This is an optimization exercise on Yosys and OpenROAD, whose aim is small area and few clock cycles, not a production implementation. In this exercise RTL edits were held to simulation tests only and were not proved equivalent to the original. Power and IR drop assume default switching activity.

## dmem
module dmem #(
    parameter int lsq_size = 8
) (
    input  logic                               clock,
    input  logic                               reset,
    input  logic                               except,
    input  logic                               ld_en,
    input  logic [1:0]                         ld_size,
    input  logic [dmem_pkg::rob_w-1:0]         ld_rob_idx,
    input  logic [dmem_pkg::prf_w-1:0]         ld_prf_idx,
    input  logic                               st_en,
    input  logic [1:0]                         st_size,
    input  logic [31:0]                        st_data,
    input  logic [dmem_pkg::rob_w-1:0]         st_rob_idx,
    input  logic                               commit,
    input  logic                               alu_is_valid,
    input  logic [dmem_pkg::rob_w-1:0]         alu_rob_idx,
    input  logic [31:0]                        alu_data,
    input  logic [3:0]                         mem2proc_response,  
    input  logic [63:0]                        mem2proc_data,
    input  logic [3:0]                         mem2proc_tag,
    output logic [$clog2(lsq_size):0]          lsq_num_free,
    output logic                               cdb_valid_out,
    output logic [31:0]                        cdb_data_out,
    output logic [dmem_pkg::prf_w-1:0]         cdb_prf_idx_out,
    output logic [dmem_pkg::rob_w-1:0]         cdb_rob_idx_out,
    output logic [1:0]                         dmem_command,
    output logic [15:0]                        dmem_addr,
    output logic [1:0]                         dmem_size,
    output logic [63:0]                        dmem_data
);
    logic can_take;
    lsq lsq_inst (
        .clock, .reset, .except,
        .ld_en, .ld_size, .ld_rob_idx, .ld_prf_idx,
  ...
For scale: ~590 cells after synthesis, about 8100 um2 of cells after synthesis.
==> flow/config.mk <==
export PLATFORM = sky130hd
export DESIGN_NAME = dmem
export DESIGN_NICKNAME = dmem
export VERILOG_FILES = /design/flow/design.v
export SDC_FILE = /design/flow/constraint.sdc
export NUM_CORES = 4
export LEC_CHECK = 0
export ABC_CLOCK_PERIOD_IN_PS = 3000
export CAP_MARGIN = 20
export CORE_MARGIN = 2
export CORE_UTILIZATION = 40
export SLEW_MARGIN = 20
==> flow/constraint.sdc <==
create_clock -name core_clock -period 10.0 [get_ports {clock}]
set_input_delay 2.0000 -clock core_clock [delete_from_list [all_inputs] [get_ports {clock}]]
set_output_delay 2.0000 -clock core_clock [all_outputs]
set_load 0.01 [all_outputs]
standard.sh (not shown) runs the stock make flow with config.mk's settings and CLKGATE_MAP_FILE= SYNTH_SCRIPT=/design/flow/synth_recipe.tcl, a recipe that flattens the netlist after the stock synthesis.
==> flow/flow/run.sh <==
#!/bin/bash
# The standard layout, with the smallest buffer on every port instead of the
# resizer's default pick, and a clock tree without dummy loads. Each tool's
# output stays in the logs ORFS writes under orfs/logs/; make's own output
# goes to flow_make.log.
set -euo pipefail
export BUFFER_PORTS_ARGS="-buffer_cell sky130_fd_sc_hd__buf_1"
export CTS_ARGS="-sink_clustering_enable -repair_clock_nets -sink_clustering_size 25 -sink_clustering_max_diameter 100 -dont_use_dummy_load -buf_list sky130_fd_sc_hd__clkbuf_8"
bash standard.sh > flow_make.log 2>&1
Testbench counts at the start, summed over its fixed seeds: cycles 62,774.
Then changed:
--- a/flow/flow/run.sh
+++ b/flow/flow/run.sh
@@ -7,3 +7,4 @@
 export BUFFER_PORTS_ARGS="-buffer_cell sky130_fd_sc_hd__buf_1"
 export CTS_ARGS="-sink_clustering_enable -repair_clock_nets -sink_clustering_size 25 -sink_clustering_max_diameter 100 -dont_use_dummy_load -buf_list sky130_fd_sc_hd__clkbuf_8"
+export RECOVER_POWER=100
 bash standard.sh > flow_make.log 2>&1
Settings changed: ABC_CLOCK_PERIOD_IN_PS 3000 to default.
Outcome:
- The new run finished but fails on capacitance limit, slew limit
- total power is about the same
- via count goes down by about 0.6%
- clock-buffer cell count does not change
- hold slack improved by 0.012 ns
- setup slack got worse by 0.99 ns
- area after synthesis does not change
- wire length hardly moves
- sequential share of layout area goes up by 0.54 points
- first-iteration DRC count goes down by about 12%
- cell area goes down by about 1%


sierra:
dmem again, from the RTL that the note above started with.
Settings: LEC_CHECK=0, CAP_MARGIN=20, CORE_MARGIN=2, CORE_UTILIZATION=40, SLEW_MARGIN=20; clock period 10.0 ns.
==> flow/flow/run.sh <==
#!/bin/bash
# The standard layout, with the smallest buffer on every port instead of the
# resizer's default pick, and a clock tree without dummy loads. Each tool's
# output stays in the logs ORFS writes under orfs/logs/; make's own output
# goes to flow_make.log.
set -euo pipefail
export BUFFER_PORTS_ARGS="-buffer_cell sky130_fd_sc_hd__buf_1"
export CTS_ARGS="-sink_clustering_enable -repair_clock_nets -sink_clustering_size 25 -sink_clustering_max_diameter 100 -dont_use_dummy_load"
bash standard.sh > flow_make.log 2>&1
sierra closes out successfully: all stages finished, all timing, DRC and antenna checks passed.
Testbench counts of sierra, summed over its fixed seeds: cycles 62,774.
The inputs of fjord differ from those of sierra as listed below.
Settings: an added ABC_CLOCK_PERIOD_IN_PS of 50000.
-- flow/flow/run.sh --
<<< sierra, line 7
export BUFFER_PORTS_ARGS="-buffer_cell sky130_fd_sc_hd__buf_1"
export CTS_ARGS="-sink_clustering_enable -repair_clock_nets -sink_clustering_size 25 -sink_clustering_max_diameter 100 -dont_use_dummy_load"
bash standard.sh > flow_make.log 2>&1
>>> fjord, line 7
export BUFFER_PORTS_ARGS="-buffer_cell sky130_fd_sc_hd__buf_1"
export CTS_ARGS="-sink_clustering_enable -repair_clock_nets -sink_clustering_size 25 -sink_clustering_max_diameter 100 -dont_use_dummy_load -buf_list sky130_fd_sc_hd__clkbuf_8"
bash standard.sh > flow_make.log 2>&1
From sierra to fjord, share of the yosys chip area belonging to registers did not move at all. sierra -> fjord: post-cts hold buffer count delta 0, exact match. Taking fjord over sierra, the total net switching power ratio works out to 0.933. Met2 wirelength from detailed routing (fjord vs. sierra) decreases slightly. On clock transition at the register clock pins on the worst setup and hold paths after CTS, sierra tracks fjord almost exactly. The lower proportion of cell area occupied by multi-input gates of fjord and sierra is in sierra. Relative to sierra, power has decreased by 170 uW in fjord. fjord ended up with a lower final area than sierra did. Delta (fjord minus sierra): part of the cycle the worst path needs decreased by 0.25 points relative to the old numbers; total length of routed wires closely matched the old numbers; net switching fraction of the power increased by 1.2 points relative to the old numbers.

[re-timing with driven ports]
Ports are ideal in the flow. The routed layouts listed here were re-timed in OpenROAD.
Step 1 assumes that a clkbuf_16 drives the clock port and a buf_2 every other input.
Step 2 also shifts input and output timing later by t, the mid clock arrival at the registers, as if the neighbouring blocks saw the same clock.
Slacks: no drivers / after step 1 / after step 2; pairs: no drivers / after step 1.
| run | t, ns | setup slack, ns | worst setup path at the end | latest minus earliest clock arrival (ns) | worst register clock-pin slew, ns |
|---|---|---|---|---|---|
| the first run of note 1 | 0.472 | 2.823 / 2.787 / 2.787 | input to output | 0.035 / 0.034 | 0.09 / 0.09 |
| the second run of note 1 | 0.469 | 1.832 / 1.799 / 1.607 | input to register | 0.038 / 0.039 | 0.09 / 0.09 |
| sierra | 0.449 | 2.798 / 2.762 / 2.762 | input to output | 0.025 / 0.026 | 0.07 / 0.07 |
| fjord | 0.472 | 2.823 / 2.787 / 2.787 | input to output | 0.035 / 0.034 | 0.09 / 0.09 |
For the second run of note 1, which loses most, drivers alone change the setup slack by -0.033 ns; drivers and shift together by -0.225 ns.
